This is an optimization exercise on Yosys and OpenROAD, whose aim is small area, a short achievable clock period and few clock cycles per item, not a production implementation.
No run shown here included a check of the RTL's function; only the layout flow was run.
Power and IR drop assume default switching activity.

## flow/design.v (module list and top-level ports; edited modules follow where they fit)
// module csa_fa: 9 lines
// module csa_ha: 8 lines
// module binary_neuron: 940 lines
module binary_neuron (
    input  logic                    clk,
    input  logic                    reset,
    input  logic                    in_valid,
    output logic                    in_ready,
    input  logic [320:0]            in_req,
    output logic                    out_valid,
    input  logic                    out_ready,
    output logic [9:0]              out_sum
);
  // ...
==> flow/flow/run.sh <==
#!/bin/bash
# The standard layout (standard.sh: ORFS synthesis to final layout), with
# one change: the input and output ports are buffered with the smallest
# buffer, sky130_fd_sc_hd__buf_1, instead of the cell buffer_ports picks by
# default (clkdlybuf4s50_1).  Later repair steps may still resize them.
set -euo pipefail
export BUFFER_PORTS_ARGS="-buffer_cell sky130_fd_sc_hd__buf_1"
bash standard.sh > standard_flow.log 2>&1
==> flow/standard.sh <==
#!/bin/bash
# synth_recipe.tcl (not shown) runs the flow's synth.tcl, then flattens the netlist and writes it again
# the make line also repeats each setting of config.mk as NAME=value (left out here)
make -C /OpenROAD-flow-scripts/flow DESIGN_CONFIG=/design/flow/config.mk WORK_HOME=/design/flow/orfs CLKGATE_MAP_FILE= SYNTH_SCRIPT=/design/flow/synth_recipe.tcl "${@:-finish}"
==> flow/config.mk <==
export PLATFORM = sky130hd
export DESIGN_NAME = binary_neuron
export DESIGN_NICKNAME = binary_neuron
export VERILOG_FILES = /design/flow/design.v
export SDC_FILE = /design/flow/constraint.sdc
export NUM_CORES = 4
export LEC_CHECK = 0
export CAP_MARGIN = 20
export CORE_MARGIN = 2
export CORE_UTILIZATION = 40
export CTS_BUF_LIST = sky130_fd_sc_hd__clkbuf_8
export SLEW_MARGIN = 20
export SYNTH_HIERARCHICAL = 1
export SYNTH_MINIMUM_KEEP_SIZE = 0
==> flow/constraint.sdc <==
create_clock -name core_clock -period 6.0 [get_ports {clk}]
set_input_delay 1.2000 -clock core_clock [delete_from_list [all_inputs] [get_ports {clk}]]
set_output_delay 1.2000 -clock core_clock [all_outputs]
set_load 0.01 [all_outputs]
==> run_results.csv, run 1 <==
group,metric,value,unit
setup_path,path_class,"flop to flop",
route,drt_iter0_markers,376,
setup_path,crit_cells,5,
cells_and_area,multi_input_cells,872,
route,top_layer_used,"met5",
global_routing,grt_usage,19.5,%
sta,max_slew_margin,30.9,%
synth,synthTopCellsByArea,"fa_1 38%, dfxtp_1 21%, edfxtp_1 9.2%",
cells_and_area,regArea,0.00396,mm2
synth,seq_area_frac_synth,30.5,%
cells_and_area,clkbuf_count,19,
floorplan,nWellTaps,435,
worst_hold_path,hold_start,"stage_valid[1]",
cts,cts_buffers,17,
global_routing,grt_use_met1,24.4,%
pwr,cellPowerDensity,634,mW/mm2
outcome,status,"complete, no violations",
synth,ys_types,35,
placement,post_dp_cell_area,0.0148,mm2
synth,syn_nets,1686,
floorplan,fp-row-count,65,
cells_and_area,dominant_cells,"multi-input gates",
pwr,clk-power,0.000726,W
global_routing,grt_remaining_overflow,0,
cells_and_area,final_common_cell,"buf_1",
placement,dp_slack,2.40,ns
cells_and_area,drive_gt1_share,2.68,%
setup_path,slowest_delay,0.55,ns
pwr,seq-power,0.00242,W
synth,synth_top_area_share,37.6,%
pwr,total_power,0.00958,W
synth,synth_compound_area_share,2.43,%
cts,hold_buffers,0,
route,totalWireLength,31.6,mm
==> inputs of run 2 (changes only) <==
--- a/flow/design.v
+++ b/flow/design.v
@@ -3,24 +3,16 @@
     input  logic a,
     input  logic b,
     input  logic c,
     output logic s,
     output logic co
 );
     assign {co, s} = {1'b0, a} + {1'b0, b} + {1'b0, c};
 endmodule
-module csa_ha (
-    input  logic a,
-    input  logic b,
-    output logic s,
-    output logic co
-);
-    assign {co, s} = {1'b0, a} + {1'b0, b};
-endmodule
 `timescale 1ns/10ps
 module binary_neuron (
     input  logic                    clk,
     input  logic                    reset,
     input  logic                    in_valid,
     output logic                    in_ready,
     input  logic [320:0]            in_req,
     output logic                    out_valid,
@@ -214,18 +206,18 @@
     wire p2_61 = in_req[75] ^ (~in_req[3] & (in_req[73] | in_req[74]));
     wire q3_61 = ~(in_req[76] ^ (~in_req[3] & (in_req[73] | in_req[74] | in_req[75])));
     wire p1_62 = in_req[70] ^ (~in_req[2] & in_req[69]);
     wire p2_62 = in_req[71] ^ (~in_req[2] & (in_req[69] | in_req[70]));
     wire q3_62 = ~(in_req[72] ^ (~in_req[2] & (in_req[69] | in_req[70] | in_req[71])));
     wire p1_63 = in_req[66] ^ (~in_req[1] & in_req[65]);
     wire p2_63 = in_req[67] ^ (~in_req[1] & (in_req[65] | in_req[66]));
     wire q3_63 = ~(in_req[68] ^ (~in_req[1] & (in_req[65] | in_req[66] | in_req[67])));
-    logic r1_s57, r1_s59, r1_s61, r1_s135, r1_c58, r1_c60, r1_c62, r1_s137, r1_s139, r1_s141, r1_s143, r1_s145, r1_s147, r1_s149, r1_s217, r1_s219, r1_s221, r1_s223, r1_s225, r1_s227, r1_s229, r1_s231, r1_c138, r1_c140, r1_c142, r1_c144, r1_c146, r1_s233, r1_s235, r1_c148, r1_c150, r1_s237, r1_s239, r1_s241, r1_s243, r1_s245, r1_c218, r1_c220, r1_c222, r1_c224, r1_c226, r1_c228, r1_c230, r1_c232, r1_s315, r1_s317, r1_s319, r1_s321, r1_s323, r1_s325, r1_s327, r1_s329, r1_s331, r1_s333, r1_s335, r1_s337, r1_s339, r1_s341, r1_c234, r1_c236, r1_c238, r1_c240, r1_c242, r1_c244, r1_c246, r1_s343, r1_s345, r1_s347, r1_c314, r1_c316, r1_c318, r1_c320, r1_c322, r1_c324, r1_c326, r1_c328, r1_c330, r1_c332, r1_c334, r1_c336, r1_c338, r1_c340, r1_c342, r1_s393, r1_s395, r1_s397, r1_s399, r1_s401, r1_s403, r1_s405, r1_c344, r1_c346, r1_c348, r1_c394, r1_c396, r1_c398, r1_c400, r1_c402, r1_c404, r1_c406;
-    logic r2_s447, r2_c392, r2_s449, r2_c448, r2_s475, r2_c450, r2_s477, r2_s489, r2_c476, r2_s491, r2_c478, r2_c488, r2_s497, r2_c490, r2_c492, r2_c498, r2_s391, r2_g514, r2_s63, r2_g505, r2_g513;
+    logic r1_s57, r1_s59, r1_s61, r1_s135, r1_c58, r1_c60, r1_c62, r1_s137, r1_s139, r1_s141, r1_s143, r1_s145, r1_s147, r1_s149, r1_s229, r1_s231, r1_c138, r1_c140, r1_c142, r1_c144, r1_c146, r1_s233, r1_s235, r1_c148, r1_c150, r1_s237, r1_s239, r1_s241, r1_s243, r1_s245, r1_s247, r1_s249, r1_s341, r1_c234, r1_c236, r1_c238, r1_c240, r1_c242, r1_c244, r1_c246, r1_s343, r1_s345, r1_s347, r1_c248, r1_c250, r1_s349, r1_s351, r1_s353, r1_s355, r1_s357, r1_s359, r1_s361, r1_s405, r1_c344, r1_c346, r1_c348, r1_c350, r1_c352, r1_c354, r1_c356, r1_c358, r1_s407, r1_s409, r1_c360, r1_c362, r1_s411, r1_s413, r1_s415, r1_s417, r1_s419, r1_c404, r1_c406, r1_c408, r1_c410, r1_c412, r1_c414, r1_c416, r1_c418, r1_c420, r1_s453, r1_s455, r1_c454, r1_c456;
+    logic r2_s447, r2_c392, r2_s449, r2_c448, r2_s475, r2_c450, r2_s477, r2_s489, r2_c476, r2_s491, r2_c478, r2_c492, r2_s499, r2_c498, r2_c500, r2_s63, r2_s157, r2_s271, r2_s391, r2_s159;
     wire s1 = ~(in_req[317] ^ in_req[313]);
     wire c2 = in_req[317] | in_req[313];
     wire s3, c4;
     csa_fa u_s3 (.a(in_req[309]), .b(in_req[305]), .c(in_req[301]), .s(s3), .co(c4));
     wire s5, c6;
     csa_fa u_s5 (.a(in_req[297]), .b(in_req[293]), .c(in_req[289]), .s(s5), .co(c6));
     wire s7, c8;
     csa_fa u_s7 (.a(in_req[285]), .b(in_req[281]), .c(in_req[277]), .s(s7), .co(c8));
@@ -463,31 +455,31 @@
     csa_fa u_s239 (.a(c128), .b(c130), .c(c132), .s(s239), .co(c240));
     wire s241, c242;
     csa_fa u_s241 (.a(c134), .b(c136), .c(s203), .s(s241), .co(c242));
     wire s243, c244;
     csa_fa u_s243 (.a(s205), .b(s207), .c(s209), .s(s243), .co(c244));
     wire s245, c246;
     csa_fa u_s245 (.a(s211), .b(s213), .c(s215), .s(s245), .co(c246));
     wire s247, c248;
-    csa_fa u_s247 (.a(r1_s217), .b(r1_s219), .c(r1_s221), .s(s247), .co(c248));
+    csa_fa u_s247 (.a(s217), .b(s219), .c(s221), .s(s247), .co(c248));
     wire s249, c250;
-    csa_fa u_s249 (.a(r1_s223), .b(r1_s225), .c(r1_s227), .s(s249), .co(c250));
+    csa_fa u_s249 (.a(s223), .b(s225), .c(s227), .s(s249), .co(c250));
     wire s251, c252;
     csa_fa u_s251 (.a(r1_s229), .b(r1_s231), .c(r1_c138), .s(s251), .co(c252));
     wire s253, c254;
     csa_fa u_s253 (.a(r1_c140), .b(r1_c142), .c(r1_c144), .s(s253), .co(c254));
     wire s255, c256;
     csa_fa u_s255 (.a(r1_c146), .b(r1_s233), .c(r1_s235), .s(s255), .co(c256));
     wire s257, c258;
     csa_fa u_s257 (.a(r1_c148), .b(r1_c150), .c(r1_s237), .s(s257), .co(c258));
     wire s259, c260;
     csa_fa u_s259 (.a(r1_s239), .b(r1_s241), .c(r1_s243), .s(s259), .co(c260));
     wire s261, c262;
-    csa_fa u_s261 (.a(r1_s245), .b(s247), .c(s249), .s(s261), .co(c262));
+    csa_fa u_s261 (.a(r1_s245), .b(r1_s247), .c(r1_s249), .s(s261), .co(c262));
     wire s263, c264;
     csa_fa u_s263 (.a(c152), .b(c154), .c(c156), .s(s263), .co(c264));
     wire s265, c266;
     csa_fa u_s265 (.a(s251), .b(s253), .c(s255), .s(s265), .co(c266));
     wire s267, c268;
     csa_fa u_s267 (.a(s257), .b(s259), .c(s261), .s(s267), .co(c268));
     wire s269, c270;
     csa_fa u_s269 (.a(c158), .b(c160), .c(s263), .s(s269), .co(c270));
@@ -565,43 +557,43 @@
     csa_fa u_s341 (.a(s305), .b(s307), .c(s309), .s(s341), .co(c342));
     wire s343, c344;
     csa_fa u_s343 (.a(s311), .b(s313), .c(c204), .s(s343), .co(c344));
     wire s345, c346;
     csa_fa u_s345 (.a(c206), .b(c208), .c(c210), .s(s345), .co(c346));
     wire s347, c348;
     csa_fa u_s347 (.a(c212), .b(c214), .c(c216), .s(s347), .co(c348));
     wire s349, c350;
-    csa_fa u_s349 (.a(r1_c218), .b(r1_c220), .c(r1_c222), .s(s349), .co(c350));
+    csa_fa u_s349 (.a(c218), .b(c220), .c(c222), .s(s349), .co(c350));
     wire s351, c352;
-    csa_fa u_s351 (.a(r1_c224), .b(r1_c226), .c(r1_c228), .s(s351), .co(c352));
+    csa_fa u_s351 (.a(c224), .b(c226), .c(c228), .s(s351), .co(c352));
     wire s353, c354;
-    csa_fa u_s353 (.a(r1_c230), .b(r1_c232), .c(r1_s315), .s(s353), .co(c354));
+    csa_fa u_s353 (.a(c230), .b(c232), .c(s315), .s(s353), .co(c354));
     wire s355, c356;
-    csa_fa u_s355 (.a(r1_s317), .b(r1_s319), .c(r1_s321), .s(s355), .co(c356));
+    csa_fa u_s355 (.a(s317), .b(s319), .c(s321), .s(s355), .co(c356));
     wire s357, c358;
-    csa_fa u_s357 (.a(r1_s323), .b(r1_s325), .c(r1_s327), .s(s357), .co(c358));
+    csa_fa u_s357 (.a(s323), .b(s325), .c(s327), .s(s357), .co(c358));
     wire s359, c360;
-    csa_fa u_s359 (.a(r1_s329), .b(r1_s331), .c(r1_s333), .s(s359), .co(c360));
+    csa_fa u_s359 (.a(s329), .b(s331), .c(s333), .s(s359), .co(c360));
     wire s361, c362;
-    csa_fa u_s361 (.a(r1_s335), .b(r1_s337), .c(r1_s339), .s(s361), .co(c362));
+    csa_fa u_s361 (.a(s335), .b(s337), .c(s339), .s(s361), .co(c362));
     wire s363, c364;
     csa_fa u_s363 (.a(r1_s341), .b(r1_c234), .c(r1_c236), .s(s363), .co(c364));
     wire s365, c366;
     csa_fa u_s365 (.a(r1_c238), .b(r1_c240), .c(r1_c242), .s(s365), .co(c366));
     wire s367, c368;
     csa_fa u_s367 (.a(r1_c244), .b(r1_c246), .c(r1_s343), .s(s367), .co(c368));
     wire s369, c370;
-    csa_fa u_s369 (.a(r1_s345), .b(r1_s347), .c(c248), .s(s369), .co(c370));
+    csa_fa u_s369 (.a(r1_s345), .b(r1_s347), .c(r1_c248), .s(s369), .co(c370));
     wire s371, c372;
-    csa_fa u_s371 (.a(c250), .b(s349), .c(s351), .s(s371), .co(c372));
+    csa_fa u_s371 (.a(r1_c250), .b(r1_s349), .c(r1_s351), .s(s371), .co(c372));
     wire s373, c374;
-    csa_fa u_s373 (.a(s353), .b(s355), .c(s357), .s(s373), .co(c374));
+    csa_fa u_s373 (.a(r1_s353), .b(r1_s355), .c(r1_s357), .s(s373), .co(c374));
     wire s375, c376;
-    csa_fa u_s375 (.a(s359), .b(s361), .c(c252), .s(s375), .co(c376));
+    csa_fa u_s375 (.a(r1_s359), .b(r1_s361), .c(c252), .s(s375), .co(c376));
     wire s377, c378;
     csa_fa u_s377 (.a(c254), .b(c256), .c(s363), .s(s377), .co(c378));
     wire s379, c380;
     csa_fa u_s379 (.a(c258), .b(c260), .c(s365), .s(s379), .co(c380));
     wire s381, c382;
     csa_fa u_s381 (.a(s367), .b(c262), .c(s369), .s(s381), .co(c382));
     wire s383, c384;
     csa_fa u_s383 (.a(s371), .b(s373), .c(c264), .s(s383), .co(c384));
@@ -623,41 +615,41 @@
     csa_fa u_s399 (.a(c290), .b(c292), .c(c294), .s(s399), .co(c400));
     wire s401, c402;
     csa_fa u_s401 (.a(c296), .b(c298), .c(c300), .s(s401), .co(c402));
     wire s403, c404;
     csa_fa u_s403 (.a(c302), .b(c304), .c(c306), .s(s403), .co(c404));
     wire s405, c406;
     csa_fa u_s405 (.a(c308), .b(c310), .c(c312), .s(s405), .co(c406));
     wire s407, c408;
-    csa_fa u_s407 (.a(r1_c314), .b(r1_c316), .c(r1_c318), .s(s407), .co(c408));
+    csa_fa u_s407 (.a(c314), .b(c316), .c(c318), .s(s407), .co(c408));
     wire s409, c410;
-    csa_fa u_s409 (.a(r1_c320), .b(r1_c322), .c(r1_c324), .s(s409), .co(c410));
+    csa_fa u_s409 (.a(c320), .b(c322), .c(c324), .s(s409), .co(c410));
     wire s411, c412;
-    csa_fa u_s411 (.a(r1_c326), .b(r1_c328), .c(r1_c330), .s(s411), .co(c412));
+    csa_fa u_s411 (.a(c326), .b(c328), .c(c330), .s(s411), .co(c412));
     wire s413, c414;
-    csa_fa u_s413 (.a(r1_c332), .b(r1_c334), .c(r1_c336), .s(s413), .co(c414));
+    csa_fa u_s413 (.a(c332), .b(c334), .c(c336), .s(s413), .co(c414));
     wire s415, c416;
-    csa_fa u_s415 (.a(r1_c338), .b(r1_c340), .c(r1_c342), .s(s415), .co(c416));
+    csa_fa u_s415 (.a(c338), .b(c340), .c(c342), .s(s415), .co(c416));
     wire s417, c418;
-    csa_fa u_s417 (.a(r1_s393), .b(r1_s395), .c(r1_s397), .s(s417), .co(c418));
+    csa_fa u_s417 (.a(s393), .b(s395), .c(s397), .s(s417), .co(c418));
     wire s419, c420;
-    csa_fa u_s419 (.a(r1_s399), .b(r1_s401), .c(r1_s403), .s(s419), .co(c420));
+    csa_fa u_s419 (.a(s399), .b(s401), .c(s403), .s(s419), .co(c420));
     wire s421, c422;
     csa_fa u_s421 (.a(r1_s405), .b(r1_c344), .c(r1_c346), .s(s421), .co(c422));
     wire s423, c424;
-    csa_fa u_s423 (.a(r1_c348), .b(c350), .c(c352), .s(s423), .co(c424));
+    csa_fa u_s423 (.a(r1_c348), .b(r1_c350), .c(r1_c352), .s(s423), .co(c424));
     wire s425, c426;
-    csa_fa u_s425 (.a(c354), .b(c356), .c(c358), .s(s425), .co(c426));
+    csa_fa u_s425 (.a(r1_c354), .b(r1_c356), .c(r1_c358), .s(s425), .co(c426));
     wire s427, c428;
-    csa_fa u_s427 (.a(s407), .b(s409), .c(c360), .s(s427), .co(c428));
+    csa_fa u_s427 (.a(r1_s407), .b(r1_s409), .c(r1_c360), .s(s427), .co(c428));
     wire s429, c430;
-    csa_fa u_s429 (.a(c362), .b(s411), .c(s413), .s(s429), .co(c430));
+    csa_fa u_s429 (.a(r1_c362), .b(r1_s411), .c(r1_s413), .s(s429), .co(c430));
     wire s431, c432;
-    csa_fa u_s431 (.a(s415), .b(s417), .c(s419), .s(s431), .co(c432));
+    csa_fa u_s431 (.a(r1_s415), .b(r1_s417), .c(r1_s419), .s(s431), .co(c432));
     wire s433, c434;
     csa_fa u_s433 (.a(c364), .b(c366), .c(c368), .s(s433), .co(c434));
     wire s435, c436;
     csa_fa u_s435 (.a(s421), .b(c370), .c(c372), .s(s435), .co(c436));
     wire s437, c438;
     csa_fa u_s437 (.a(c374), .b(s423), .c(s425), .s(s437), .co(c438));
     wire s439, c440;
     csa_fa u_s439 (.a(s427), .b(s429), .c(s431), .s(s439), .co(c440));
@@ -668,28 +660,28 @@
     wire s445, c446;
     csa_fa u_s445 (.a(s437), .b(s439), .c(c384), .s(s445), .co(c446));
     wire s447, c448;
     csa_fa u_s447 (.a(c386), .b(s441), .c(c388), .s(s447), .co(c448));
     wire s449, c450;
     csa_fa u_s449 (.a(s443), .b(c390), .c(s445), .s(s449), .co(c450));
     wire s451, c452;
     csa_fa u_s451 (.a(r2_s447), .b(r2_c392), .c(r2_s449), .s(s451), .co(c452));
-    wire s453 = ~(r1_c394 ^ r1_c396);
-    wire c454 = r1_c394 | r1_c396;
+    wire s453 = ~(c394 ^ c396);
+    wire c454 = c394 | c396;
     wire s455, c456;
-    csa_fa u_s455 (.a(r1_c398), .b(r1_c400), .c(r1_c402), .s(s455), .co(c456));
+    csa_fa u_s455 (.a(c398), .b(c400), .c(c402), .s(s455), .co(c456));
     wire s457, c458;
-    csa_fa u_s457 (.a(r1_c404), .b(r1_c406), .c(c408), .s(s457), .co(c458));
+    csa_fa u_s457 (.a(r1_c404), .b(r1_c406), .c(r1_c408), .s(s457), .co(c458));
     wire s459, c460;
-    csa_fa u_s459 (.a(c410), .b(c412), .c(c414), .s(s459), .co(c460));
+    csa_fa u_s459 (.a(r1_c410), .b(r1_c412), .c(r1_c414), .s(s459), .co(c460));
     wire s461, c462;
-    csa_fa u_s461 (.a(c416), .b(c418), .c(c420), .s(s461), .co(c462));
+    csa_fa u_s461 (.a(r1_c416), .b(r1_c418), .c(r1_c420), .s(s461), .co(c462));
     wire s463, c464;
-    csa_fa u_s463 (.a(s453), .b(s455), .c(c422), .s(s463), .co(c464));
+    csa_fa u_s463 (.a(r1_s453), .b(r1_s455), .c(c422), .s(s463), .co(c464));
     wire s465, c466;
     csa_fa u_s465 (.a(c424), .b(c426), .c(s457), .s(s465), .co(c466));
     wire s467, c468;
     csa_fa u_s467 (.a(c428), .b(c430), .c(c432), .s(s467), .co(c468));
     wire s469, c470;
     csa_fa u_s469 (.a(s459), .b(s461), .c(s463), .s(s469), .co(c470));
     wire s471, c472;
     csa_fa u_s471 (.a(c434), .b(c436), .c(c438), .s(s471), .co(c472));
@@ -698,86 +690,60 @@
     wire s475, c476;
     csa_fa u_s475 (.a(c442), .b(s469), .c(c444), .s(s475), .co(c476));
     wire s477, c478;
     csa_fa u_s477 (.a(s471), .b(s473), .c(c446), .s(s477), .co(c478));
     wire s479, c480;
     csa_fa u_s479 (.a(r2_c448), .b(r2_s475), .c(r2_c450), .s(s479), .co(c480));
     wire s481, c482;
     csa_fa u_s481 (.a(r2_s477), .b(c452), .c(s479), .s(s481), .co(c482));
-    wire s483 = ~(c454 ^ c456);
-    wire c484 = c454 | c456;
+    wire s483 = ~(r1_c454 ^ r1_c456);
+    wire c484 = r1_c454 | r1_c456;
     wire s485, c486;
     csa_fa u_s485 (.a(c458), .b(c460), .c(c462), .s(s485), .co(c486));
     wire s487, c488;
     csa_fa u_s487 (.a(s483), .b(c464), .c(c466), .s(s487), .co(c488));
     wire s489, c490;
     csa_fa u_s489 (.a(c468), .b(s485), .c(c470), .s(s489), .co(c490));
     wire s491, c492;
     csa_fa u_s491 (.a(c472), .b(s487), .c(c474), .s(s491), .co(c492));
     wire s493, c494;
     csa_fa u_s493 (.a(r2_s489), .b(r2_c476), .c(r2_s491), .s(s493), .co(c494));
     wire s495, c496;
     csa_fa u_s495 (.a(r2_c478), .b(s493), .c(c480), .s(s495), .co(c496));
     wire s497 = ~(c484 ^ c486);
     wire c498 = c484 | c486;
     wire s499, c500;
-    csa_fa u_s499 (.a(r2_c488), .b(r2_s497), .c(r2_c490), .s(s499), .co(c500));
+    csa_fa u_s499 (.a(c488), .b(s497), .c(c490), .s(s499), .co(c500));
     wire s501, c502;
-    csa_fa u_s501 (.a(r2_c492), .b(s499), .c(c494), .s(s501), .co(c502));
-    wire s503 = ~(r2_c498 ^ c500);
-    wire c504 = r2_c498 | c500;
-    wire g505 = s157 ^ s159;
-    wire g506 = s157 & s159;
-    wire g507 = s495 ^ c482;
-    wire g508 = s495 & c482;
-    wire g509 = s501 ^ c496;
-    wire g510 = s501 & c496;
-    wire g511 = s503 ^ c502;
-    wire g512 = s503 & c502;
-    wire g513 = s271 ^ g506;
-    wire g514 = s271 & g506;
-    wire g515 = r2_s391 ^ r2_g514;
-    wire g516 = r2_s391 & r2_g514;
-    wire g517 = s451 ^ g516;
-    wire g518 = s451 & g516;
-    wire g519 = s481 ^ g518;
-    wire g520 = s481 & g518;
-    wire g521 = g507 ^ g520;
-    wire g522 = g508 | (g507 & g520);
-    wire g523 = g509 ^ g522;
-    wire g524 = g510 | (g509 & g508);
-    wire g525 = g509 & g507;
-    wire g526 = g524 | (g525 & g520);
-    wire g527 = g511 ^ g526;
-    wire g528 = g512 | (g511 & g510);
-    wire g529 = g511 & g509;
-    wire g530 = g528 | (g529 & g522);
-    wire g531 = c504 ^ g530;
-    wire [9:0] total = {g531, g527, g523, g521, g519, g517, g515, r2_g513, r2_g505, r2_s63};
+    csa_fa u_s501 (.a(r2_c492), .b(r2_s499), .c(c494), .s(s501), .co(c502));
+    wire s503 = ~(r2_c498 ^ r2_c500);
+    wire c504 = r2_c498 | r2_c500;
+    wire [9:0] row_a = {c504, s503, s501, s495, s481, s451, r2_s391, r2_s271, r2_s157, r2_s63};
+    wire [9:0] row_b = {1'b0, c502, c496, c482, 1'b0, 1'b0, 1'b0, 1'b0, r2_s159, 1'b0};
+    wire [9:0] total = row_a + row_b;
     logic         accept, pop;
-    logic [3:0] pending, pending_next;
+    logic [2:0] pending, pending_next;
     assign accept = in_valid && in_ready;
     assign pop    = out_valid && out_ready;
     always_comb begin
         case ({accept, pop})
-            2'b10:   pending_next = {pending[2:0], 1'b1};
-            2'b01:   pending_next = {1'b0, pending[3:1]};
+            2'b10:   pending_next = {pending[1:0], 1'b1};
+            2'b01:   pending_next = {1'b0, pending[2:1]};
             default: pending_next = pending;
         endcase
     end
     always_ff @(posedge clk) begin
         if (reset) begin
-            pending  <= '0;
-            in_ready <= 1'b1;
+            pending <= '0;
         end else begin
-            pending  <= pending_next;
-            in_ready <= !pending_next[3];
+            pending <= pending_next;
         end
     end
+    assign in_ready = !pending[2] || pop;
     logic [2:1] stage_valid;
     always_ff @(posedge clk) begin
         if (reset) begin
             stage_valid <= '0;
         end else begin
             stage_valid <= {stage_valid[1:1], accept};
         end
     end
@@ -791,161 +757,143 @@
         r1_c62 <= c62;
         r1_s137 <= s137;
         r1_s139 <= s139;
         r1_s141 <= s141;
         r1_s143 <= s143;
         r1_s145 <= s145;
         r1_s147 <= s147;
         r1_s149 <= s149;
-        r1_s217 <= s217;
-        r1_s219 <= s219;
-        r1_s221 <= s221;
-        r1_s223 <= s223;
-        r1_s225 <= s225;
-        r1_s227 <= s227;
         r1_s229 <= s229;
         r1_s231 <= s231;
         r1_c138 <= c138;
         r1_c140 <= c140;
         r1_c142 <= c142;
         r1_c144 <= c144;
         r1_c146 <= c146;
         r1_s233 <= s233;
         r1_s235 <= s235;
         r1_c148 <= c148;
         r1_c150 <= c150;
         r1_s237 <= s237;
         r1_s239 <= s239;
         r1_s241 <= s241;
         r1_s243 <= s243;
         r1_s245 <= s245;
-        r1_c218 <= c218;
-        r1_c220 <= c220;
-        r1_c222 <= c222;
-        r1_c224 <= c224;
-        r1_c226 <= c226;
-        r1_c228 <= c228;
-        r1_c230 <= c230;
-        r1_c232 <= c232;
-        r1_s315 <= s315;
-        r1_s317 <= s317;
-        r1_s319 <= s319;
-        r1_s321 <= s321;
-        r1_s323 <= s323;
-        r1_s325 <= s325;
-        r1_s327 <= s327;
-        r1_s329 <= s329;
-        r1_s331 <= s331;
-        r1_s333 <= s333;
-        r1_s335 <= s335;
-        r1_s337 <= s337;
-        r1_s339 <= s339;
+        r1_s247 <= s247;
+        r1_s249 <= s249;
         r1_s341 <= s341;
         r1_c234 <= c234;
         r1_c236 <= c236;
         r1_c238 <= c238;
         r1_c240 <= c240;
         r1_c242 <= c242;
         r1_c244 <= c244;
         r1_c246 <= c246;
         r1_s343 <= s343;
         r1_s345 <= s345;
         r1_s347 <= s347;
-        r1_c314 <= c314;
-        r1_c316 <= c316;
-        r1_c318 <= c318;
-        r1_c320 <= c320;
-        r1_c322 <= c322;
-        r1_c324 <= c324;
-        r1_c326 <= c326;
-        r1_c328 <= c328;
-        r1_c330 <= c330;
-        r1_c332 <= c332;
-        r1_c334 <= c334;
-        r1_c336 <= c336;
-        r1_c338 <= c338;
-        r1_c340 <= c340;
-        r1_c342 <= c342;
-        r1_s393 <= s393;
-        r1_s395 <= s395;
-        r1_s397 <= s397;
-        r1_s399 <= s399;
-        r1_s401 <= s401;
-        r1_s403 <= s403;
+        r1_c248 <= c248;
+        r1_c250 <= c250;
+        r1_s349 <= s349;
+        r1_s351 <= s351;
+        r1_s353 <= s353;
+        r1_s355 <= s355;
+        r1_s357 <= s357;
+        r1_s359 <= s359;
+        r1_s361 <= s361;
         r1_s405 <= s405;
         r1_c344 <= c344;
         r1_c346 <= c346;
         r1_c348 <= c348;
-        r1_c394 <= c394;
-        r1_c396 <= c396;
-        r1_c398 <= c398;
-        r1_c400 <= c400;
-        r1_c402 <= c402;
+        r1_c350 <= c350;
+        r1_c352 <= c352;
+        r1_c354 <= c354;
+        r1_c356 <= c356;
+        r1_c358 <= c358;
+        r1_s407 <= s407;
+        r1_s409 <= s409;
+        r1_c360 <= c360;
+        r1_c362 <= c362;
+        r1_s411 <= s411;
+        r1_s413 <= s413;
+        r1_s415 <= s415;
+        r1_s417 <= s417;
+        r1_s419 <= s419;
         r1_c404 <= c404;
         r1_c406 <= c406;
+        r1_c408 <= c408;
+        r1_c410 <= c410;
+        r1_c412 <= c412;
+        r1_c414 <= c414;
+        r1_c416 <= c416;
+        r1_c418 <= c418;
+        r1_c420 <= c420;
+        r1_s453 <= s453;
+        r1_s455 <= s455;
+        r1_c454 <= c454;
+        r1_c456 <= c456;
     end
     always_ff @(posedge clk) begin
         r2_s447 <= s447;
         r2_c392 <= c392;
         r2_s449 <= s449;
         r2_c448 <= c448;
         r2_s475 <= s475;
         r2_c450 <= c450;
         r2_s477 <= s477;
         r2_s489 <= s489;
         r2_c476 <= c476;
         r2_s491 <= s491;
         r2_c478 <= c478;
-        r2_c488 <= c488;
-        r2_s497 <= s497;
-        r2_c490 <= c490;
         r2_c492 <= c492;
+        r2_s499 <= s499;
         r2_c498 <= c498;
-        r2_s391 <= s391;
-        r2_g514 <= g514;
+        r2_c500 <= c500;
         r2_s63 <= s63;
-        r2_g505 <= g505;
-        r2_g513 <= g513;
+        r2_s157 <= s157;
+        r2_s271 <= s271;
+        r2_s391 <= s391;
+        r2_s159 <= s159;
     end
-    logic [9:0]      q_data [0:2];
-    logic [2:0]    q_wr, q_rd, q_occ;
+    logic [9:0]      q_data [0:1];
+    logic [1:0]    q_wr, q_rd, q_occ;
     logic [9:0]      q_head;
     logic            q_empty;
     logic            result;        
     logic            head_load;     
     logic            q_push, q_pull;
     assign result    = stage_valid[2];
     assign q_empty   = !q_occ[0];
     assign head_load = !out_valid || out_ready;
     assign q_pull    = head_load && !q_empty;
     assign q_push    = result && !(head_load && q_empty);
     always_ff @(posedge clk) begin
         if (reset) begin
-            q_wr  <= 3'd1;
-            q_rd  <= 3'd1;
+            q_wr  <= 2'd1;
+            q_rd  <= 2'd1;
             q_occ <= '0;
         end else begin
-            if (q_push) q_wr <= {q_wr[1:0], q_wr[2]};
-            if (q_pull) q_rd <= {q_rd[1:0], q_rd[2]};
+            if (q_push) q_wr <= {q_wr[0:0], q_wr[1]};
+            if (q_pull) q_rd <= {q_rd[0:0], q_rd[1]};
             case ({q_push, q_pull})
-                2'b10:   q_occ <= {q_occ[1:0], 1'b1};
-                2'b01:   q_occ <= {1'b0, q_occ[2:1]};
+                2'b10:   q_occ <= {q_occ[0:0], 1'b1};
+                2'b01:   q_occ <= {1'b0, q_occ[1:1]};
                 default: ;
             endcase
         end
     end
     always_ff @(posedge clk) begin
-        for (int i = 0; i < 3; i++) begin
+        for (int i = 0; i < 2; i++) begin
             if (q_push && q_wr[i]) q_data[i] <= total;
         end
     end
     always_comb begin
         q_head = '0;
-        for (int i = 0; i < 3; i++) begin
+        for (int i = 0; i < 2; i++) begin
             q_head = q_head | (q_data[i] & {10{q_rd[i]}});
         end
     end
     always_ff @(posedge clk) begin
         if (reset) begin
             out_valid <= 1'b0;
         end else if (head_load) begin
             out_valid <= !q_empty || result;
==> flow/config.mk (replaced) <==
export PLATFORM = sky130hd
export DESIGN_NAME = binary_neuron
export DESIGN_NICKNAME = binary_neuron
export VERILOG_FILES = /design/flow/design.v
export SDC_FILE = /design/flow/constraint.sdc
export NUM_CORES = 4
export LEC_CHECK = 0
export CAP_MARGIN = 20
export CORE_MARGIN = 2
export CORE_UTILIZATION = 40
export SLEW_MARGIN = 20
export SYNTH_HIERARCHICAL = 1
export SYNTH_MINIMUM_KEEP_SIZE = 0
==> run_results.csv, run 2 <==
group,metric,value,unit
route,ant_nets,0,
cells_and_area,largest_reg_flops,20,
sta,rsz0062_at_grt,"no",
global_routing,grt_pass1_vias,8887,
global_routing,grt_pass1_wl,46.8,mm
sta,tightest_slew,0.994,ns
route,drcViolationCount,0,
sta,finClkSkew,0.0139,ns
setup_path,cp_data_arrival_time,3.35,ns
route,wire_per_inst,16.9,um
synth,ys_warn_count,8,
synth,synth_cells,1034,
global_routing,grt_start_max_net_pins,17,
floorplan,fp-row-count,63,
cts,clk_latency,0.42,ns
setup_path,rr_startpoint,"r1_s229",
cts,cts_resized,0,
cts,cts_buffers,17,
setup_path,required,6.29,ns
route,vias_per_cell,4.60,
synth,synth_top_area_share,40.4,%
setup_path,startpoint,"in_req[201]",
floorplan,die-area,0.0315,mm2
sta,finalCritPeriodShare,51.1,%
cts,cts.sinks,145,
floorplan,die_x,177,um
sta,hold_viol,0,
cts,cts_tree,"built",
pwr,cellPowerDensity,553,mW/mm2
route,drt_iter0_markers,256,
placement,dpl.hpwl,27.5,mm
synth,syn_nets,1618,
cells_and_area,final_common_cell,"buf_1",
setup_path,path_buf_inv,1,
worst_hold_path,hold_class,"flop to flop",
cells_and_area,n_antenna_cell,0,
outcome,status,"complete, no violations",
placement,gp_congestion,0.854,
flow_run,maxCapViolCount,0,
synth,synthTopCellsByArea,"fa_1 40%, dfxtp_1 19%, xnor2_1 9.6%",
cells_and_area,largest-register,"q_data",
synth,yosysTopAreaCell,"fa_1",
route,vias,8217,
synth,ys_types,34,
synth,seq_area_frac_synth,26.6,%
pwr,p_leak,5.30,nW
global_routing,grt_usage,20.0,%
cts,clock_path_buffers,2,
sta,finalSetupTns,0,ns
setup_path,worst-r2r-setup-slack,3.13,ns
cts,cts_setup_buffers,0,
cts,htree_levels,4,
setup_path,cp_max_fo,4,
setup_path,cp_common_cell,"fa_1",
setup_path,cp-start-kind,"input port",
floorplan,num_io_pins,337,
cells_and_area,instances_no_fill,1787,
sta,layout_min_cycle_time,3.07,ns
cells_and_area,reg_top3,"q_data: 20 flops, out_sum: 10 flops, pending: 3 flops",
floorplan,die_y,177,um
global_routing,grt_remaining_overflow,0,
setup_path,rr_worst_depth,5,
synth,synth_edf_count,30,
setup_path,end_kind,"flop",
sta,setup_viol,0,
setup_path,crit_cells,7,
setup_path,path_delay_family,"adder cells",
synth,netlist_area,0.0120,mm2
sta,maxSlewViolCount,0,
synth,ys_async_sr_fraction,0,%
synth,ys_ff_latch,145,
synth,synth.most_common_cell,"fa_1",
placement,place_inst,1755,
pwr,peakVddDrop,0.512,mV
setup_path,slowest_delay,0.59,ns
floorplan,start_util,40.6,%
cts,hold_buffers,0,
synth,synth_ff_type,"dfxtp_1",
route,dr.pass1.iters,6,
global_routing,antenna_found_initial,0,
sta,max_slew_margin,33.5,%
cts,cts.clk_slew.worst_paths,0.06,ns
setup_path,crit_end,"r1_s249",
cts,cts-root-buf,"clkbuf_16",
cells_and_area,area.growth.synth_to_final,19.1,%
setup_path,path_cells,"buf_1, nor2_1, nor2_1, xor2_1, fa_1, fa_1, fa_1",
sta,max_clock_freq,326,MHz
setup_path,slowest_stage,"fa_1",
cells_and_area,nNetsFinal,1968,
synth,synth_common_cells,"243 x fa_1, 215 x nor2_1, 132 x xnor2_1",
synth,postSynthAreaPerCell,11.6,um2
cells_and_area,drive_gt1_share,2.65,%
setup_path,reg2reg_to,"r2_s391",
floorplan,core-area,0.0296,mm2
cells_and_area,final_cell_mix,"336 x buf_1, 243 x fa_1, 215 x nor2_1, 132 x xnor2_1, 115 x dfxtp_1",
placement,place.port_buffers,336,
route,totalWireLength,30.3,mm
setup_path,path_class,"input port to flop",
-- run 2: cell count changes after synthesis, moves of 3 or more --
cell,before,now
inv_2,3,0
dfxtp_1,138,115
a21oi_1,19,7
ha_1,20,16
edfxtp_1,40,30
inv_1,36,30
a221oi_1,1,6
a222oi_1,8,0
nand2_1,13,4
-- run 2: Yosys stat by module (local to each module, per instance) --
module	area [um2]	flip-flops and latches	cells	copies in the design
csa_fa	20.0	0	1	243
binary_neuron	7160	145	791	1
-- run 2: layout make-up --
class | instances | area (um2)
well taps | 390 | 488
repair buffers | 336 | 1260
fillers | 2808 | 15300
inverters | 30 | 113
clock buffers | 19 | 464
clock inverters | 13 | 109
flip-flops and latches | 145 | 3200
multi-input cells | 854 | 8690
-- run 2: how the worst min path moves through the flow --
stage	startpoint	end	slack (ns)	cells past startpoint
floorplan	stage_valid[1]	stage_valid[2]	0.41	1
global placement	stage_valid[1]	stage_valid[2]	0.43	1
detailed placement	stage_valid[1]	stage_valid[2]	0.43	1
CTS	stage_valid[1]	stage_valid[2]	0.45	1
global route	stage_valid[1]	stage_valid[2]	0.46	1
finish	stage_valid[1]	stage_valid[2]	0.44	1
-- run 2: per-stage QoR --
| stage | util [%] | hold WS (ns) | area, um2 | power [W] | worst slack [ns] |
|---|---|---|---|---|---|
| 2_1_floorplan | - | 0.414 | 12000 | 0.00531 | 2.82 |
| 5_1_grt | 48.4 | 0.462 | 14300 | 0.00879 | 2.83 |
| 3_5_place_dp | 46.4 | 0.432 | 13800 | 0.00698 | 2.48 |
| 6_report | 48.4 | 0.445 | 14300 | 0.00792 | 2.93 |
| 3_3_place_gp | 46.4 | 0.428 | 13800 | 0.00685 | 2.49 |
| 4_1_cts | 48.4 | 0.447 | 14300 | 0.00806 | 2.91 |
-- run 2: cells by family after synthesis --
family	after synthesis	share of synthesized area, %
AOI/OAI and AO/OA	30	1.81
xor gates and xnor gates	198	14.4
adders and majority gates	259	42.1
buffers and inverters	35	1.09
DFF	145	26.6
muxes	2	0.166
and+or+nand+nor	365	13.8
-- run 2: metal layers --
metal	vias up	global-route usage, %	routed length, um
li1	3980	-	-
met1	4011	24.6	12300
met2	206	36.9	16400
met3	20	3.06	1240
met4	0	4.34	339
met5	-	0	0
-- run 2: power by group --
group / internal (W) / switching, W
sequential: 0.00171 / 0.000298
combinational: 0.00231 / 0.00260
clock: 0.000604 / 0.000403
==> inputs of run 3 (changes only) <==
--- a/flow/config.mk
+++ b/flow/config.mk
@@ -8,6 +8,7 @@
 export CAP_MARGIN = 20
 export CORE_MARGIN = 2
 export CORE_UTILIZATION = 40
+export SETUP_SLACK_MARGIN = 3.2
 export SLEW_MARGIN = 20
 export SYNTH_HIERARCHICAL = 1
 export SYNTH_MINIMUM_KEEP_SIZE = 0
==> run_results.csv, run 3 <==
group,metric,value,unit
synth,yosysTopAreaCell,"fa_1",
sta,finClkSkew,0.0132,ns
synth,postSynthAreaPerCell,11.6,um2
route,totalWireLength,33.0,mm
synth,synthTopCellsByArea,"fa_1 40%, dfxtp_1 19%, xnor2_1 9.6%",
global_routing,grt_pass1_vias,9333,
cells_and_area,reg_top3,"q_data: 20 flops, out_sum: 10 flops, pending: 3 flops",
synth,synth_top_area_share,40.4,%
route,dr.pass1.iters,4,
setup_path,slowest_stage,"fa_2",
synth,ys_ff_latch,145,
floorplan,die-area,0.0315,mm2
cts,clk_latency,0.41,ns
cells_and_area,drive_gt1_share,38.5,%
cells_and_area,largest_reg_flops,20,
pwr,cellPowerDensity,479,mW/mm2
cells_and_area,regArea,0.00321,mm2
setup_path,cp_data_arrival_time,3.28,ns
placement,gp_congestion,0.836,
cells_and_area,area.growth.synth_to_final,43.5,%
floorplan,die_y,177,um
synth,ys_warn_count,8,
setup_path,cp_common_cell,"fa_2",
sta,max_slew_margin,39.7,%
flow_run,maxCapViolCount,0,
global_routing,grt_pass1_wl,49.3,mm
global_routing,grt_usage,21.0,%
sta,worst_slack,3.00,ns
worst_hold_path,hold_depth,0,
route,vias_per_cell,4.68,
floorplan,core-area,0.0296,mm2
synth,ys_types,34,
placement,dpl.hpwl,27.8,mm
synth,netlist_area,0.0120,mm2
global_routing,top_usage_layer,"met2",
floorplan,start_util,40.6,%
setup_path,end_kind,"flop",
setup_path,cp_max_fo,3,
setup_path,reg2reg_to,"r2_s391",
sta,hold_viol,0,
global_routing,grt_use_met1,25.7,%
route,drt_iter0_markers,288,
cts,cts-root-buf,"clkbuf_16",
sta,layout_min_cycle_time,3.00,ns
synth,synth_edf_count,30,
cells_and_area,multi_input_area,0.0104,mm2
sta,max_clock_freq,333,MHz
global_routing,grt_remaining_overflow,0,
cells_and_area,fillCellCount,2411,
setup_path,path_class,"input port to flop",
global_routing,gr-usage-met2,39.8,%
route,ant_nets,0,
setup_path,slowest_delay,0.57,ns
sta,rsz0062_at_grt,"yes",
route,vias,8472,
cts,cts_tree,"built",
sta,maxSlewViolCount,0,
cells_and_area,nNetsFinal,1993,
outcome,status,"complete, no violations",
cts,htree_levels,4,
synth,syn_nets,1618,
setup_path,required,6.28,ns
placement,dp_slack,2.38,ns
floorplan,fp-row-count,63,
cells_and_area,instances_no_fill,1812,
cells_and_area,final_cell_mix,"180 x buf_1, 150 x nor2_1, 135 x fa_1, 114 x dfxtp_1, 108 x fa_2",
synth,synth_ff_type,"dfxtp_1",
route,drcViolationCount,0,
global_routing,antenna_found_initial,0,
worst_hold_path,hold_start,"r2_s63",
placement,place_inst,1755,
pwr,p_leak,6.78,nW
cts,clock_path_buffers,2,
synth,synth_common_cells,"243 x fa_1, 215 x nor2_1, 132 x xnor2_1",
route,wire_per_inst,18.2,um
cells_and_area,largest-register,"q_data",
setup_path,worst-r2r-setup-slack,3.09,ns
cells_and_area,final_common_cell,"buf_1",
worst_hold_path,min_to,"q_data[0][0]",
floorplan,die_x,177,um
floorplan,num_io_pins,337,
setup_path,path_cells,"buf_8, nor3_4, nor2_2, xnor2_1, fa_2, fa_2, fa_2",
cts,cts_buffers,17,
global_routing,grt_start_max_net_pins,17,
cts,cts.clk_slew.worst_paths,0.06,ns
cts,hold_buffers,0,
sta,finalSetupTns,0,ns
setup_path,rr_startpoint,"r1_s341",
pwr,peakVddDrop,0.449,mV
synth,synth.most_common_cell,"fa_1",
cts,cts.sinks,145,
setup_path,rr_worst_depth,5,
sta,setup_viol,0,
synth,seq_area_frac_synth,26.6,%
synth,synth_cells,1034,
sta,finalCritPeriodShare,50.0,%
sta,tightest_slew,0.901,ns
placement,place.port_buffers,336,
setup_path,cp-start-kind,"input port",
worst_hold_path,hold_class,"flop to flop",
global_routing,use_met3,2.76,%
cells_and_area,n_antenna_cell,0,
synth,ys_async_sr_fraction,0,%
run 3: worst max-delay path, delay by kind of cell:
| family | cells | cell delay, ns |
|---|---|---|
| buffers and inverters | 1 | 0.10 |
| XOR/XNOR | 1 | 0.24 |
| adder cells (fa/ha/maj) | 3 | 1.51 |
| AND/OR/NAND/NOR | 2 | 0.23 |
run 3: how the worst max path moves through the flow:
stage	cells after the start	to	startpoint	slack, ns
2_1_floorplan	6	r1_s361	in_req[234]	2.82
3_3_place_gp	7	r1_s361	in_req[238]	2.44
3_5_place_dp	7	r1_s361	in_req[237]	2.38
4_1_cts	7	r1_s361	in_req[183]	2.99
5_1_grt	7	r1_s361	in_req[203]	2.87
6_report	7	r1_s359	in_req[254]	3.00
run 3: routing by layer:
layer | vias up | routed length, um
met4 | 0 | 355
met1 | 4201 | 12700
met3 | 28 | 1240
met2 | 220 | 18600
met5 | - | 0
li1 | 4023 | -
run 3: cell type report:
class,count,area share (%)
clock inverter,13,0.638
clock buffer,19,2.57
inverter,30,0.653
sequential,145,18.6
tap,390,2.83
multi-input combinational,854,60.3
timing repair buffer,361,14.4
run 3: kinds of logic after synthesis:
kind of cell / synth area share (%)
muxes: 0.166
adders and majority gates: 42.1
xor gates and xnor gates: 14.4
DFF: 26.6
AOI/OAI and AO/OA: 1.81
buffers and inverters: 1.09
and+or+nand+nor: 13.8
run 3: per-stage QoR:
stage	hold WS, ns	util [%]	cell area, um2	power [W]
after floorplan	0.414	-	12600	0.00541
after detailed placement	0.439	48.4	14400	0.00713
after global placement	0.440	48.4	14400	0.00699
final	0.445	58.2	17300	0.00827
after global routing	0.467	58.2	17300	0.00931
after CTS	0.454	53.5	15900	0.00824
run 3: repair_timing:
action,4_1_cts,5_1_grt
gates resized for setup,297,364
setup endpoints to repair,42,37
hold endpoints to repair,0,0
buffers inserted,12,13
pin swaps,164,198
run 3: per-module statistics from Yosys, one instance, submodules excluded:
module / flops+latches / cells inside / cell area (um2)
binary_neuron: 145 / 791 / 7160
csa_fa: 0 / 1 / 20.0
run 3: power by group:
part | internal [W] | switching (W)
sequential | 0.00171 | 0.000279
combinational | 0.00258 | 0.00273
clock | 0.000580 | 0.000399
total | 0.00487 | 0.00340
==> inputs of run 4 (changes only) <==
--- a/flow/config.mk
+++ b/flow/config.mk
@@ -8,7 +8,7 @@
 export CAP_MARGIN = 20
 export CORE_MARGIN = 2
 export CORE_UTILIZATION = 40
-export SETUP_SLACK_MARGIN = 3.2
+export CTS_BUF_LIST = sky130_fd_sc_hd__clkbuf_4 sky130_fd_sc_hd__clkbuf_8
 export SLEW_MARGIN = 20
 export SYNTH_HIERARCHICAL = 1
 export SYNTH_MINIMUM_KEEP_SIZE = 0
==> run_results.csv, run 4 <==
group,metric,value,unit
cells_and_area,largest_reg_flops,20,
cts,cts_resized,0,
cts,clock_path_buffers,2,
setup_path,worst-r2r-setup-slack,3.12,ns
cells_and_area,area.growth.synth_to_final,17.6,%
floorplan,die_y,177,um
global_routing,antenna_found_initial,0,
pwr,switching_share,42.6,%
cells_and_area,n_antenna_cell,0,
sta,finalSetupTns,0,ns
floorplan,core-area,0.0296,mm2
sta,maxSlewViolCount,0,
route,vias_per_cell,4.57,
synth,synthAdderAreaFrac,42.1,%
setup_path,path_class,"input port to flop",
setup_path,rr_startpoint,"r1_s229",
setup_path,required,6.32,ns
sta,hold_slack,0.449,ns
worst_hold_path,min_to,"stage_valid[2]",
setup_path,slowest_delay,0.58,ns
cts,htree_levels,4,
synth,synth_compound_area_share,1.81,%
global_routing,grt_pass1_vias,8792,
sta,tightest_slew,0.986,ns
synth,ys_types,34,
synth,synth_common_cells,"243 x fa_1, 215 x nor2_1, 132 x xnor2_1",
cts,cts_buffers,17,
synth,ys_ff_latch,145,
synth,ys_warn_count,8,
synth,synth_ff_type,"dfxtp_1",
worst_hold_path,hold_start,"stage_valid[1]",
pwr,p_sw,0.00324,W
route,totalWireLength,30.0,mm
pwr,p_clk_share,9.8,%
pwr,power_frac_comb,64.0,%
worst_hold_path,hold_depth,1,
cells_and_area,final_common_cell,"buf_1",
cells_and_area,nNetsFinal,1968,
global_routing,grt_usage,19.8,%
pwr,total_power,0.00762,W
global_routing,grt_remaining_overflow,0,
synth,synth-simple-area-share,13.8,%
cts,hold_buffers,0,
sta,finClkSkew,0.0142,ns
synth,synth.most_common_cell,"fa_1",
synth,netlist_area,0.0120,mm2
setup_path,cp_max_fo,4,
global_routing,grt_start_max_net_pins,17,
pwr,p_int,0.00438,W
placement,gp_congestion,0.854,
pwr,peakVddDrop,0.510,mV
flow_run,maxCapViolCount,0,
sta,hold_viol,0,
floorplan,die_x,177,um
worst_hold_path,hold_class,"flop to flop",
sta,setup_viol,0,
cells_and_area,drive_gt1_share,2.65,%
pwr,p_leak,5.21,nW
setup_path,reg2reg_to,"r2_s391",
setup_path,path_cells,"buf_1, nor2_1, nor2_1, xor2_1, fa_1, fa_1, fa_1",
route,drcViolationCount,0,
synth,syn_nets,1618,
setup_path,cp_common_cell,"fa_1",
synth,synth-xor-area-share,14.4,%
sta,finalCritPeriodShare,50.6,%
synth,seq_area_frac_synth,26.6,%
cts,cts-root-buf,"clkbuf_8",
route,drt_iter0_markers,270,
cells_and_area,final_cell_mix,"336 x buf_1, 243 x fa_1, 215 x nor2_1, 132 x xnor2_1, 115 x dfxtp_1",
floorplan,num_io_pins,337,
setup_path,path_buf_inv,1,
synth,synth_cells,1034,
cells_and_area,reg_top3,"q_data: 20 flops, out_sum: 10 flops, pending: 3 flops",
setup_path,cp_data_arrival_time,3.35,ns
cts,cts_setup_buffers,0,
route,wire_per_inst,16.8,um
placement,dpl.hpwl,27.5,mm
route,dr.pass1.iters,4,
cts,clk_latency,0.44,ns
sta,layout_min_cycle_time,3.03,ns
synth,yosysTopAreaCell,"fa_1",
synth,synth_top_area_share,40.4,%
cells_and_area,largest-register,"q_data",
synth,synthMuxAreaShare,0.166,%
cts,cts.clk_slew.worst_paths,0.08,ns
setup_path,path_delay_family,"adder cells",
floorplan,die-area,0.0315,mm2
synth,ys_async_sr_fraction,0,%
route,vias,8175,
cts,cts_tree,"built",
sta,max_slew_margin,34.1,%
pwr,cellPowerDensity,539,mW/mm2
setup_path,cp-start-kind,"input port",
synth,synth_top_family_by_area,"adder cells",
placement,place.port_buffers,336,
cts,cts.sinks,145,
sta,max_clock_freq,330,MHz
floorplan,fp-row-count,63,
synth,postSynthAreaPerCell,11.6,um2
outcome,status,"complete, no violations",
floorplan,start_util,40.6,%
setup_path,rr_worst_depth,5,
global_routing,grt_pass1_wl,46.3,mm
setup_path,startpoint,"in_req[201]",
pwr,p_seq_share,26.2,%
synth,synth_edf_count,30,
setup_path,slowest_stage,"fa_1",
setup_path,end_kind,"flop",
sta,rsz0062_at_grt,"no",
route,ant_nets,0,
synth,synthTopCellsByArea,"fa_1 40%, dfxtp_1 19%, xnor2_1 9.6%",
setup_path,crit_cells,7,
==> run 4: cell count changes in the layout (fill, tap and decap cells not counted), sizes merged <==
cell	before	now
buf	341	336
bufinv	1	2
clkbuf	39	18
clkinv	8	9
inv	33	32
==> run 4: layout make-up <==
cell class | instances | area [um2]
Tap cell | 390 | 488
Clock inverter | 14 | 139
Sequential cell | 145 | 3200
Timing Repair Buffer | 336 | 1260
Multi-Input combinational cell | 854 | 8690
Clock buffer | 18 | 248
Fill cell | 2828 | 15500
Inverter | 30 | 113
==> run 4: per-module statistics from Yosys (local to each module, per instance) <==
module / times used / cell area, um2
binary_neuron: 1 / 7160
csa_fa: 243 / 20.0
==> run 4: per-stage QoR <==
stage	cell area (um2)	cells	setup slack, ns	util (%)
2_1_floorplan	12000	1034	2.82	-
3_3_place_gp	13800	1755	2.49	46.4
3_5_place_dp	13800	1755	2.48	46.4
4_1_cts	14100	1787	2.95	47.7
5_1_grt	14100	1787	2.87	47.7
6_report	14100	1787	2.97	47.7
==> run 4: cells by family after synthesis <==
family | count (synthesis)
buffers and inverters | 35
AND/OR/NAND/NOR | 365
flip-flops | 145
XOR/XNOR | 198
multiplexers | 2
AO/OA/AOI/OAI | 30
adder cells (fa/ha/maj) | 259
==> run 4: worst reg2reg max path: stages, from the launching register on <==
cell and delay (ns):
dfxtp_1 0.36, fa_1 0.52, fa_1 0.46, fa_1 0.56, fa_1 0.43, fa_1 0.43
==> run 4: how the worst max path moves through the flow <==
stage / to / slack, ns
after global placement: r1_s249 / 2.49
final: r1_s249 / 2.97
after global routing: r1_s359 / 2.87
after CTS: r1_s353 / 2.95
after floorplan: r1_s361 / 2.82
after detailed placement: r1_s249 / 2.48
==> run 4: power by group through the flow <==
stage          clock (W)  combinational [W]  sequential (W)
2_1_floorplan          0            0.00340         0.00191
3_3_place_gp           0            0.00481         0.00203
3_5_place_dp           0            0.00495         0.00203
4_1_cts         0.000763            0.00498         0.00201
5_1_grt         0.000810            0.00563         0.00204
6_report        0.000749            0.00488         0.00200
==> run 4: per-layer routing <==
layer  global-route usage [%]  wire [um]
met2                     36.7      16200
met5                        0          0
met1                     24.5      12200
met3                     2.87       1240
met4                     4.03        314
==> inputs of run 5 (changes only) <==
--- a/flow/config.mk
+++ b/flow/config.mk
@@ -8,7 +8,9 @@
 export CAP_MARGIN = 20
 export CORE_MARGIN = 2
 export CORE_UTILIZATION = 40
-export CTS_BUF_LIST = sky130_fd_sc_hd__clkbuf_4 sky130_fd_sc_hd__clkbuf_8
+export CTS_BUF_LIST = sky130_fd_sc_hd__clkbuf_8
+export CTS_CLUSTER_DIAMETER = 150
+export CTS_CLUSTER_SIZE = 40
 export SLEW_MARGIN = 20
 export SYNTH_HIERARCHICAL = 1
 export SYNTH_MINIMUM_KEEP_SIZE = 0
==> run_results.csv, run 5 <==
group,metric,value,unit
global_routing,antenna_found_initial,0,
floorplan,fp-row-count,63,
synth,synth-xor-area-share,14.4,%
sta,rsz0062_at_grt,"no",
synth,synth_ff_type,"dfxtp_1",
floorplan,die_x,177,um
cts,cts.sinks,145,
sta,finalCritPeriodShare,50.6,%
synth,synth.most_common_cell,"fa_1",
cells_and_area,instances_no_fill,1787,
route,wire_per_inst,16.8,um
synth,seq_area_frac_synth,26.6,%
route,drt_iter0_markers,270,
floorplan,die-area,0.0315,mm2
setup_path,cp_common_cell,"fa_1",
cells_and_area,largest-register,"q_data",
global_routing,grt_usage,19.8,%
setup_path,cp_data_arrival_time,3.35,ns
sta,finalSetupTns,0,ns
cts,clock_path_buffers,2,
synth,synth_top_family_by_area,"adder cells",
placement,gp_congestion,0.854,
setup_path,path_class,"input port to flop",
synth,synth_compound_area_share,1.81,%
pwr,total_power,0.00762,W
setup_path,cp-start-kind,"input port",
floorplan,num_io_pins,337,
synth,synthAdderAreaFrac,42.1,%
cells_and_area,nNetsFinal,1968,
placement,place.port_buffers,336,
cts,cts_setup_buffers,0,
setup_path,path_buf_inv,1,
cts,cts-root-buf,"clkbuf_8",
worst_hold_path,hold_class,"flop to flop",
setup_path,path_delay_family,"adder cells",
cts,clk_latency,0.44,ns
global_routing,grt_pass1_vias,8792,
synth,synthMuxAreaShare,0.166,%
synth,yosysTopAreaCell,"fa_1",
sta,worst_slack,2.97,ns
synth,postSynthAreaPerCell,11.6,um2
synth,ys_ff_latch,145,
sta,setup_viol,0,
setup_path,cp_max_fo,4,
cts,cts_tree,"built",
route,dr.pass1.iters,4,
synth,synth_top_area_share,40.4,%
cts,hold_buffers,0,
setup_path,path_cells,"buf_1, nor2_1, nor2_1, xor2_1, fa_1, fa_1, fa_1",
synth,synth-simple-area-share,13.8,%
cells_and_area,drive_gt1_share,2.65,%
floorplan,core-area,0.0296,mm2
global_routing,grt_start_max_net_pins,17,
route,vias,8175,
setup_path,worst-r2r-setup-slack,3.12,ns
sta,hold_viol,0,
synth,synth_common_cells,"243 x fa_1, 215 x nor2_1, 132 x xnor2_1",
sta,max_clock_freq,330,MHz
cells_and_area,n_antenna_cell,0,
pwr,cellPowerDensity,539,mW/mm2
cts,htree_levels,4,
synth,netlist_area,0.0120,mm2
synth,synthTopCellsByArea,"fa_1 40%, dfxtp_1 19%, xnor2_1 9.6%",
synth,syn_nets,1618,
sta,layout_min_cycle_time,3.03,ns
synth,ys_async_sr_fraction,0,%
cts,cts_buffers,17,
route,totalWireLength,30.0,mm
synth,synth_edf_count,30,
route,drcViolationCount,0,
floorplan,start_util,40.6,%
placement,place_inst,1755,
cells_and_area,final_common_cell,"buf_1",
synth,ys_warn_count,8,
flow_run,maxCapViolCount,0,
global_routing,grt_remaining_overflow,0,
cells_and_area,area.growth.synth_to_final,17.6,%
route,ant_nets,0,
cts,cts_resized,0,
sta,maxSlewViolCount,0,
synth,ys_types,34,
setup_path,required,6.32,ns
sta,tightest_slew,0.986,ns
route,vias_per_cell,4.57,
sta,finClkSkew,0.0142,ns
synth,synth_cells,1034,
setup_path,slowest_delay,0.58,ns
outcome,status,"complete, no violations",
pwr,p_leak,5.21,nW
placement,dp_slack,2.48,ns
cells_and_area,final_cell_mix,"336 x buf_1, 243 x fa_1, 215 x nor2_1, 132 x xnor2_1, 115 x dfxtp_1",
cells_and_area,largest_reg_flops,20,
pwr,peakVddDrop,0.510,mV
floorplan,die_y,177,um
global_routing,grt_pass1_wl,46.3,mm
cells_and_area,reg_top3,"q_data: 20 flops, out_sum: 10 flops, pending: 3 flops",
cts,cts.clk_slew.worst_paths,0.08,ns
setup_path,end_kind,"flop",
sta,max_slew_margin,34.1,%
sta,hold_slack,0.449,ns
placement,dpl.hpwl,27.5,mm
setup_path,slowest_stage,"fa_1",
[run 5: cell counts after synthesis]
No cell type changed its count.
[run 5: path summary, 6_finish.rpt]
kind	to	startpoint	depth (start not counted)
setup / recovery	r1_s249	in_req[201]	7
hold / removal	stage_valid[2]	stage_valid[1]	1
setup reg to reg	r2_s391	r1_s229	5
hold reg to reg	stage_valid[2]	stage_valid[1]	1
[run 5: logic make-up (layout without fill, tap and decap cells)]
family / count (synthesis) / after routing
simple gates: 365 / 365
flops: 145 / 145
buf+inv: 35 / 398
mux: 2 / 2
compound gates: 30 / 30
xor+xnor: 198 / 198
fa+ha+maj: 259 / 259
[run 5: Yosys stat by module (local to each module, per instance)]
module         area, um2  flip-flops and latches  copies in the design  cells inside
csa_fa              20.0                       0                   243             1
binary_neuron       7160                     145                     1           791
[run 5: power by group]
part           leakage, nW  total, W  switching [W]  internal (W)
Clock                0.203  0.000749       0.000370      0.000379
Sequential            1.25   0.00200       0.000294       0.00170
Combinational         3.76   0.00488        0.00258       0.00230
[run 5: area by class of cell]
class                      instances  area [um2]
clock buffer                      18         248
clock inverter                    14         139
fill                            2828       15500
inverter                          30         113
multi-input combinational        854        8690
sequential                       145        3200
tap                              390         488
timing repair buffer             336        1260
[run 5: through the flow]
stage	utilization, %	cell area (um2)
after floorplan	-	12000
after global placement	46.4	13800
after detailed placement	46.4	13800
after CTS	47.7	14100
after global routing	47.7	14100
final	47.7	14100
[run 5: metal layers]
| metal | part of all wire [%] | GRT usage, % |
|---|---|---|
| met4 | 1.0 | 4.03 |
| met1 | 41 | 24.5 |
| met5 | 0 | 0 |
| met2 | 54 | 36.7 |
| met3 | 4.1 | 2.87 |
==> inputs of run 6 (changes only) <==
--- a/flow/config.mk
+++ b/flow/config.mk
@@ -9,8 +9,8 @@
 export CORE_MARGIN = 2
 export CORE_UTILIZATION = 40
 export CTS_BUF_LIST = sky130_fd_sc_hd__clkbuf_8
-export CTS_CLUSTER_DIAMETER = 150
-export CTS_CLUSTER_SIZE = 40
+export CTS_CLUSTER_DIAMETER = 100
+export CTS_CLUSTER_SIZE = 30
 export SLEW_MARGIN = 20
 export SYNTH_HIERARCHICAL = 1
 export SYNTH_MINIMUM_KEEP_SIZE = 0
==> run_results.csv, run 6 <==
group,metric,value,unit
outcome,status,"complete, no violations",
pwr,total_power,0.00762,W
sta,layout_min_cycle_time,3.03,ns
synth,synthTopCellsByArea,"fa_1 40%, dfxtp_1 19%, xnor2_1 9.6%",
synth,synth_cells,1034,
worst_hold_path,hold_class,"flop to flop",
pwr,cellPowerDensity,539,mW/mm2
cts,cts_buffers,17,
cells_and_area,n_antenna_cell,0,
sta,finalSetupTns,0,ns
cts,clk_latency,0.44,ns
setup_path,cp-start-kind,"input port",
global_routing,grt_pass1_vias,8792,
cells_and_area,final_common_cell,"buf_1",
placement,gp_congestion,0.854,
floorplan,die-area,0.0315,mm2
route,drt_iter0_markers,270,
setup_path,required,6.32,ns
cts,htree_levels,4,
global_routing,grt_usage,19.8,%
route,drcViolationCount,0,
floorplan,start_util,40.6,%
sta,rsz0062_at_grt,"no",
placement,place.port_buffers,336,
sta,tightest_slew,0.986,ns
synth,synth-xor-area-share,14.4,%
setup_path,path_cells,"buf_1, nor2_1, nor2_1, xor2_1, fa_1, fa_1, fa_1",
synth,synth_ff_type,"dfxtp_1",
setup_path,end_kind,"flop",
route,vias,8175,
cells_and_area,nNetsFinal,1968,
setup_path,slowest_stage,"fa_1",
route,wire_per_inst,16.8,um
synth,seq_area_frac_synth,26.6,%
pwr,peakVddDrop,0.510,mV
synth,synth_common_cells,"243 x fa_1, 215 x nor2_1, 132 x xnor2_1",
floorplan,die_y,177,um
cts,cts-root-buf,"clkbuf_8",
synth,synth_top_family_by_area,"adder cells",
synth,synth_compound_area_share,1.81,%
synth,postSynthAreaPerCell,11.6,um2
floorplan,core-area,0.0296,mm2
setup_path,slowest_delay,0.58,ns
synth,ys_warn_count,8,
cts,cts.sinks,145,
synth,synthAdderAreaFrac,42.1,%
route,totalWireLength,30.0,mm
cells_and_area,area.growth.synth_to_final,17.6,%
setup_path,path_class,"input port to flop",
placement,dpl.hpwl,27.5,mm
cells_and_area,largest_reg_flops,20,
floorplan,die_x,177,um
sta,finalCritPeriodShare,50.6,%
cells_and_area,final_cell_mix,"336 x buf_1, 243 x fa_1, 215 x nor2_1, 132 x xnor2_1, 115 x dfxtp_1",
synth,synthMuxAreaShare,0.166,%
route,dr.pass1.iters,4,
cts,clock_path_buffers,2,
global_routing,grt_start_max_net_pins,17,
cells_and_area,reg_top3,"q_data: 20 flops, out_sum: 10 flops, pending: 3 flops",
cts,cts.clk_slew.worst_paths,0.08,ns
sta,setup_viol,0,
synth,ys_types,34,
route,vias_per_cell,4.57,
cells_and_area,fillCellCount,2828,
synth,syn_nets,1618,
cts,cts_setup_buffers,0,
global_routing,antenna_found_initial,0,
synth,yosysTopAreaCell,"fa_1",
setup_path,cp_common_cell,"fa_1",
sta,hold_viol,0,
sta,max_clock_freq,330,MHz
floorplan,fp-row-count,63,
floorplan,num_io_pins,337,
synth,netlist_area,0.0120,mm2
pwr,p_leak,5.21,nW
cells_and_area,drive_gt1_share,2.65,%
synth,ys_async_sr_fraction,0,%
cts,cts_resized,0,
sta,finClkSkew,0.0142,ns
synth,synth.most_common_cell,"fa_1",
route,ant_nets,0,
synth,synth_edf_count,30,
sta,maxSlewViolCount,0,
synth,synth_top_area_share,40.4,%
sta,max_slew_margin,34.1,%
setup_path,cp_max_fo,4,
flow_run,maxCapViolCount,0,
cts,hold_buffers,0,
synth,synth-simple-area-share,13.8,%
cells_and_area,largest-register,"q_data",
global_routing,grt_pass1_wl,46.3,mm
cts,cts_tree,"built",
synth,ys_ff_latch,145,
global_routing,grt_remaining_overflow,0,
setup_path,cp_data_arrival_time,3.35,ns
[run 6: cell counts in the layout (fill, tap and decap cells not counted)]
No cell type changed its count.
[run 6: modules after synthesis (local to each module, per instance)]
module	times used	cells inside	flip-flops and latches
binary_neuron	1	791	145
csa_fa	243	1	0
[run 6: power by group]
part	leakage [nW]	switching, W	internal, W	total [W]
Clock	0.203	0.000370	0.000379	0.000749
Combinational	3.76	0.00258	0.00230	0.00488
Sequential	1.25	0.000294	0.00170	0.00200
[run 6: cell type report]
class	instances	area, um2	share of cell area, %
multi-input combinational	854	8690	61.5
inverter	30	113	0.796
clock inverter	14	139	0.982
clock buffer	18	248	1.75
timing repair buffer	336	1260	8.92
tap	390	488	3.45
sequential	145	3200	22.6
[run 6: routing by layer]
layer / up-vias / part of all wire, % / GRT usage, %
met1: 3968 / 41 / 24.5
li1: 3976 / - / -
met5: - / 0 / 0
met3: 21 / 4.1 / 2.87
met4: 0 / 1.0 / 4.03
met2: 210 / 54 / 36.7
[run 6: metrics by stage]
step           setup slack (ns)  util (%)  instance area (um2)  hold slack, ns  instances
5_1_grt                    2.87      47.7                14100           0.466       1787
2_1_floorplan              2.82         -                12000           0.414       1034
4_1_cts                    2.95      47.7                14100           0.452       1787
3_5_place_dp               2.48      46.4                13800           0.432       1755
3_3_place_gp               2.49      46.4                13800           0.428       1755
6_report                   2.97      47.7                14100           0.449       1787
[run 6: critical path: cells and delay by family]
family	cells	cell delay, ns
xor gates and xnor gates	1	0.22
adders and majority gates	3	1.49
buffers and inverters	1	0.21
and+or+nand+nor	2	0.22
[run 6: final timing paths]
kind / slack, ns / startpoint / end / cells past startpoint
worst max register to register: 3.12 / r1_s229 / r2_s391 / 5
worst max-delay path: 2.97 / in_req[201] / r1_s249 / 7
worst min-delay path: 0.45 / stage_valid[1] / stage_valid[2] / 1
worst min register to register: 0.45 / stage_valid[1] / stage_valid[2] / 1
[run 6: logic make-up after synthesis]
family	Yosys count
mux	2
flops	145
xor+xnor	198
fa+ha+maj	259
compound gates	30
buf+inv	35
simple gates	365

separate check: timing with driven ports:
No port has a modelled driver above. Below, the same layouts with a new extraction and two added sets of constraints.
Step 1 assumes that a clkbuf_16 drives the clock port and a buf_2 every other input.
Step 2 also shifts input and output timing later by t, the mid clock arrival at the registers, as if the neighbouring blocks saw the same clock.
a / b / c = no drivers / after step 1 / after step 2; a / b = the first two.
run	shift t [ns]	setup slack, ns	hold slack, ns	cell pins on the clock port's net
run 1	0.488	2.974 / 2.974 / 2.545	0.460 / 0.460 / 0.460	1
run 2	0.450	2.934 / 2.954 / 2.504	0.445 / 0.445 / 0.445	1
run 3	0.443	2.997 / 3.001 / 2.558	0.445 / 0.445 / 0.445	1
run 4	0.472	2.965 / 2.980 / 2.509	0.449 / 0.449 / 0.449	1
run 5	0.472	2.965 / 2.980 / 2.509	0.449 / 0.449 / 0.449	1
run 6	0.472	2.965 / 2.980 / 2.509	0.449 / 0.449 / 0.449	1
After both steps setup and hold are still met in every run listed.
